From an optimization exercise on the open Yosys and OpenROAD flow, aimed at small area; shortcuts taken in it are not production practice.
Only simulation tests tie the RTL to the original design; equivalence was not proved.
Power and IR drop assume default switching activity.

==> flow/design.v <==
module registerFile
(
    input  logic       clk,
    input  logic       clr,       
    input  logic       we,
    input  logic [4:0] wAddr,
    input  logic [1:0] wDigit,
    input  logic [4:0] aAddr,
    input  logic [4:0] bAddr,
    output logic [1:0] aDigit,
    output logic [1:0] bDigit
);
    logic [31:0] regs [1:31];
    logic [63:0] outs;
    always_ff @(posedge clk) begin
        for (int i = 1; i < 32; i++) begin
            if (clr || (we && wAddr == 5'(i))) begin
                regs[i] <= {wDigit & {2{!clr}}, regs[i][31:2]};
            end else begin
                regs[i] <= {regs[i][1:0], regs[i][31:2]};
            end
        end
    end
    always_comb begin
        outs[1:0] = 2'b00;
        for (int i = 1; i < 32; i++) begin
            outs[2*i +: 2] = regs[i][1:0];
        end
    end
    assign aDigit = outs[2*aAddr +: 2];
    assign bDigit = outs[2*bAddr +: 2];
endmodule
module mipsCpuBus
#(
    parameter logic [31:0] resetVector = 32'hBFC00000
) (
    input  logic        clk,
    input  logic        reset,
    output logic        active,
    output logic [31:0] registerV0,
    output logic [31:0] address,
    output logic        read,
    output logic        write,
    input  logic        waitrequest,
    output logic [31:0] writedata,
    output logic [3:0]  byteenable,
    input  logic [31:0] readdata
);
    localparam logic [3:0] S_FETCH = 4'd0;   
    localparam logic [3:0] S_W1    = 4'd1;   
    localparam logic [3:0] S_EX1   = 4'd2;   
    localparam logic [3:0] S_MEM   = 4'd3;   
    localparam logic [3:0] S_W2    = 4'd4;   
    localparam logic [3:0] S_EX2   = 4'd5;   
    localparam logic [3:0] S_HW    = 4'd6;   
    localparam logic [3:0] S_HALT  = 4'd7;   
    localparam logic [3:0] S_DONE  = 4'd8;   
    logic [3:0]  state;
    logic [3:0]  ph;
    logic        clr;        
    logic        pend;       
    logic        flag;       
    logic        cMain;      
    logic        cInc;       
    logic        prevBit;    
    logic [29:0] A;          
    logic [31:0] N;          
    logic [31:0] WD;         
    logic [31:0] IR;
    wire first = (ph == 4'd0);
    wire last  = (ph == 4'd15);
    wire ex1   = (state == S_EX1);
    wire ex2   = (state == S_EX2);
    wire aZero = (A == 30'd0);
    wire [5:0] op = IR[31:26];
    wire [5:0] fn = IR[5:0];
    wire isR    = (op == 6'b000000);
    wire iAddu  = isR && fn == 6'b100001;
    wire iSubu  = isR && fn == 6'b100011;
    wire iAnd   = isR && fn == 6'b100100;
    wire iOr    = isR && fn == 6'b100101;
    wire iXor   = isR && fn == 6'b100110;
    wire iSlt   = isR && fn == 6'b101010;
    wire iSltu  = isR && fn == 6'b101011;
    wire iSll   = isR && fn == 6'b000000;
    wire iSrl   = isR && fn == 6'b000010;
    wire iSra   = isR && fn == 6'b000011;
    wire iJr    = isR && fn == 6'b001000;
    wire iJ     = (op == 6'b000010);
    wire iBeq   = (op == 6'b000100);
    wire iBne   = (op == 6'b000101);
    wire iAddiu = (op == 6'b001001);
    wire iSlti  = (op == 6'b001010);
    wire iSltiu = (op == 6'b001011);
    wire iAndi  = (op == 6'b001100);
    wire iOri   = (op == 6'b001101);
    wire iXori  = (op == 6'b001110);
    wire iLui   = (op == 6'b001111);
    wire iLw    = (op == 6'b100011);
    wire iSw    = (op == 6'b101011);
    wire isBr   = iBeq || iBne;
    wire isMem  = iLw || iSw;
    wire isSltC = iSlt || iSltu || iSlti || iSltiu;
    wire isSrl  = iSrl || iSra;
    wire wrEx1  = iAddu || iSubu || iAnd || iOr || iXor
               || iAddiu || iAndi || iOri || iXori || iLui;
    wire wrEx2  = iLw || isSltC || iSll || isSrl;
    wire subLike = iSubu || isSltC;
    wire zext   = iAndi || iOri || iXori;
    wire [4:0] dest = isR ? IR[15:11] : IR[20:16];
    wire [4:0] shamt = IR[10:6];
    wire [3:0] shD = shamt[4:1];
    wire       shO = shamt[0];
    logic [1:0] rsD, rtD, wDigit;
    logic       we;
    registerFile u_rf (
        .clk(clk), .clr(clr),
        .we(we), .wAddr(dest), .wDigit(wDigit),
        .aAddr(IR[25:21]), .bAddr(state == S_HALT ? 5'd2 : IR[20:16]),
        .aDigit(rsD), .bDigit(rtD)
    );
    logic [3:0] k;
    logic [1:0] irD, immD, luiD, offD, jD;
    always_comb begin
        if (isBr || iJ) k = ph - 4'd1;
        else if (iLui) k = ph ^ 4'd8;
        else k = ph;
        irD = IR[2*k +: 2];
    end
    wire sgn = IR[15];
    assign immD = !ph[3] ? irD : (zext ? 2'b00 : {sgn, sgn});
    assign luiD = ph[3] ? irD : 2'b00;
    assign offD = first ? 2'b00 : (ph <= 4'd8 ? irD : {sgn, sgn});
    logic [1:0] pcD;
    logic       cIncOut;
    always_comb begin
        logic [2:0] s;
        s = {1'b0, A[1:0]} + {2'b00, (ph == 4'd1) ? 1'b1 : cInc};
        pcD = first ? 2'b00 : s[1:0];
        cIncOut = s[2];
    end
    assign jD = first ? 2'b00 : (ph <= 4'd13 ? irD : pcD);
    logic [1:0] aOp, bRaw, sum, aluD;
    logic       cOut;
    always_comb begin
        logic [2:0] s;
        aOp  = isBr ? pcD : rsD;
        bRaw = isBr ? offD : (isR ? rtD : immD);
        s = {1'b0, aOp} + {1'b0, bRaw ^ {2{subLike}}}
          + {2'b00, first ? subLike : cMain};
        sum  = s[1:0];
        cOut = s[2];
        if (iLui) aluD = luiD;
        else if (iAnd || iAndi) aluD = rsD & bRaw;
        else if (iOr || iOri) aluD = rsD | bRaw;
        else if (iXor || iXori) aluD = rsD ^ bRaw;
        else aluD = sum;
    end
    wire eqD   = (rsD == rtD);
    wire taken = (flag && eqD) ^ iBne;
    wire lt    = (iSltu || iSltiu) ? !cOut
               : ((rsD[1] ^ bRaw[1]) ? rsD[1] : sum[1]);
    wire [4:0] phPlusD = {1'b0, ph} + {1'b0, shD};
    wire [4:0] phPlusK = {1'b0, ph} + {1'b0, shD} + {4'b0, shO};
    wire       sllMask = ex2 && iSll && (ph < shD);
    wire [1:0] fillSh  = iSra ? {WD[31], WD[31]} : 2'b00;
    logic       wdSh;
    logic [1:0] wdIn;
    always_comb begin
        wdSh = 1'b0;
        wdIn = rtD;
        case (state)
            S_EX1: begin
                if (iSw || isSrl) wdSh = 1'b1;
                if (iSll) wdSh = !phPlusD[4];
            end
            S_W2: begin
                if (isSrl) wdSh = phPlusK[4];
                wdIn = fillSh;
            end
            S_EX2: begin
                wdSh = iLw || iSll || isSrl;
                wdIn = fillSh;
            end
            S_HALT: wdSh = 1'b1;
            default: ;
        endcase
    end
    logic [1:0] ex2D, mCur;
    always_comb begin
        mCur = sllMask ? 2'b00 : WD[1:0];
        if (iLw) ex2D = WD[1:0];
        else if (isSltC) ex2D = first ? {1'b0, flag} : 2'b00;
        else if (iSll) ex2D = shO ? {mCur[0], first ? 1'b0 : prevBit} : mCur;
        else ex2D = shO ? {WD[0], prevBit} : WD[1:0];
    end
    assign we = (ex1 && wrEx1) || (ex2 && wrEx2);
    assign wDigit = ex1 ? aluD : ex2D;
    wire       aSh = !first && (ex1 || (ex2 && isMem));
    wire [1:0] aIn = (ex1 && isMem) ? sum : ((ex2 || pend) ? N[1:0] : pcD);
    logic       nUpd;
    logic [1:0] nD;
    always_comb begin
        nUpd = ex1 && ((isMem && !pend) || isBr || iJ || iJr);
        if (isMem) nD = pcD;
        else if (iJ) nD = jD;
        else if (iJr) nD = rsD;
        else nD = sum;
    end
    assign read = (state == S_FETCH && !aZero) || (state == S_MEM && iLw);
    assign write = (state == S_MEM) && iSw;
    assign address = {A, 2'b00};
    assign writedata = WD;
    assign byteenable = 4'b1111;
    assign registerV0 = WD;
    always_ff @(posedge clk) begin
        N <= {nUpd ? nD : N[1:0], N[31:2]};
        if (aSh) A <= {aIn, A[29:2]};
        cInc <= cIncOut;
        cMain <= cOut;
        if (wdSh) begin
            WD <= {wdIn, WD[31:2]};
            prevBit <= sllMask ? 1'b0 : WD[1];
        end else if (state == S_MEM && iLw && !waitrequest) begin
            WD <= readdata;
        end
        if (state == S_FETCH && !aZero && !waitrequest) IR <= readdata;
        if (ex1) begin
            if (isBr) flag <= first ? eqD : (flag && eqD);
            else if (last) flag <= lt;
        end
        if (reset) begin
            state <= S_FETCH;
            ph <= 4'd0;
            clr <= 1'b1;
            A <= resetVector[31:2];
            active <= 1'b1;
            pend <= 1'b0;
        end else begin
            ph <= ph + 4'd1;
            if (last) clr <= 1'b0;
            if (ex1 && last) pend <= isBr ? taken : (iJ || iJr);
            case (state)
                S_FETCH: begin
                    if (aZero) state <= last ? S_HALT : S_HW;
                    else if (!waitrequest) state <= last ? S_EX1 : S_W1;
                end
                S_W1: if (last) state <= S_EX1;
                S_EX1: if (last) begin
                    if (isMem) state <= S_MEM;
                    else if (isSrl) state <= S_W2;
                    else if (isSltC || iSll) state <= S_EX2;
                    else state <= S_FETCH;
                end
                S_MEM: if (!waitrequest) state <= last ? S_EX2 : S_W2;
                S_W2: if (last) state <= S_EX2;
                S_EX2: if (last) state <= S_FETCH;
                S_HW: if (last) state <= S_HALT;
                S_HALT: if (last) begin
                    state <= S_DONE;
                    active <= 1'b0;
                end
                default: state <= S_DONE;
            endcase
        end
    end
endmodule
Settings: LEC_CHECK=0, CAP_MARGIN=20, CORE_MARGIN=2, CORE_UTILIZATION=60, CTS_BUF_LIST=sky130_fd_sc_hd__clkbuf_8, CTS_CLUSTER_DIAMETER=50, CTS_CLUSTER_SIZE=20, SLEW_MARGIN=20; clock period 10.0 ns.
standard.sh (not shown) runs the stock make flow with config.mk's settings and CLKGATE_MAP_FILE= SYNTH_SCRIPT=/design/flow/synth_recipe.tcl, a recipe that flattens the netlist after the stock synthesis.
==> flow/flow/run.sh <==
#!/bin/bash
# The standard layout, with two changes: clock tree synthesis inserts no
# dummy loads, and the port buffers use the smallest buffer cell.
set -euo pipefail
export CTS_ARGS="-sink_clustering_enable -repair_clock_nets -sink_clustering_size 20 -sink_clustering_max_diameter 50 -buf_list sky130_fd_sc_hd__clkbuf_8 -dont_use_dummy_load"
export BUFFER_PORTS_ARGS="-buffer_cell sky130_fd_sc_hd__buf_1"
bash standard.sh > flow_standard.log 2>&1
Change:
==> flow/run.sh (new file) <==
#!/bin/bash
# synth_recipe.tcl (not shown) runs the flow's synth.tcl, then flattens the netlist and writes it again
# the make line also repeats each setting of config.mk as NAME=value (left out here)
make -C /OpenROAD-flow-scripts/flow DESIGN_CONFIG=/design/flow/config.mk WORK_HOME=/design/flow/orfs CLKGATE_MAP_FILE= SYNTH_SCRIPT=/design/flow/synth_recipe.tcl finish
CORE_UTILIZATION = 40   (was 60)
CTS_BUF_LIST = unset   (was sky130_fd_sc_hd__clkbuf_8)
CTS_CLUSTER_DIAMETER = unset   (was 50)
CTS_CLUSTER_SIZE = unset   (was 20)
removed: flow/flow/run.sh
removed: flow/standard.sh
What happened:
- via count rises by 2.8%
- maximum frequency rises by 1.2%
- clock-buffer cell count rises by 62
- setup slack gains 0.064 ns
- total power rises by 30%
Change:
CORE_UTILIZATION = 60   (was 40)
CTS_BUF_LIST = sky130_fd_sc_hd__clkbuf_8   (was unset)
CTS_CLUSTER_DIAMETER = 50   (was unset)
CTS_CLUSTER_SIZE = 20   (was unset)
Effect: The changed run finished clean. Synthesized cell count does not change. Register-to-register slack gains 0.13 ns. Final area goes down by a little under a tenth. Setup slack gains 0.13 ns. Sequential cell count does not change. Via count goes down by a few percent. Core utilization goes up by 19 points. Non-clock buffer count goes down by 3. Die area goes down by a quarter to a third. Cell count goes down by roughly a tenth.

-- what the ideal ports hide --
No port has a modelled driver above. Below, the same layouts with a new extraction and two added sets of constraints.
Step 1: set_driving_cell puts a clkbuf_16 on clk and a buf_2 on each other input, an assumption about the parent block.
Step 2, shift: input delay + t, output delay - t, t = (earliest + latest rising clock arrival at the registers) / 2. This alone moves slack from input paths to output paths.
Slacks: ideal / step 1 / step 2; pairs: ideal / step 1.
| run | shift t [ns] | slack for setup (ns) | worst hold slack (ns) | clock arrival spread, ns |
|---|---|---|---|---|
| the first run | 0.712 | 4.464 / 4.464 / 4.464 | 0.278 / 0.278 / 0.278 | 0.080 / 0.079 |
| the second run | 0.714 | 4.528 / 4.528 / 4.528 | 0.298 / 0.298 / 0.298 | 0.076 / 0.076 |
| the third run | 0.748 | 4.654 / 4.654 / 4.654 | 0.304 / 0.304 / 0.304 | 0.041 / 0.041 |
After both steps every run listed still meets setup and hold.
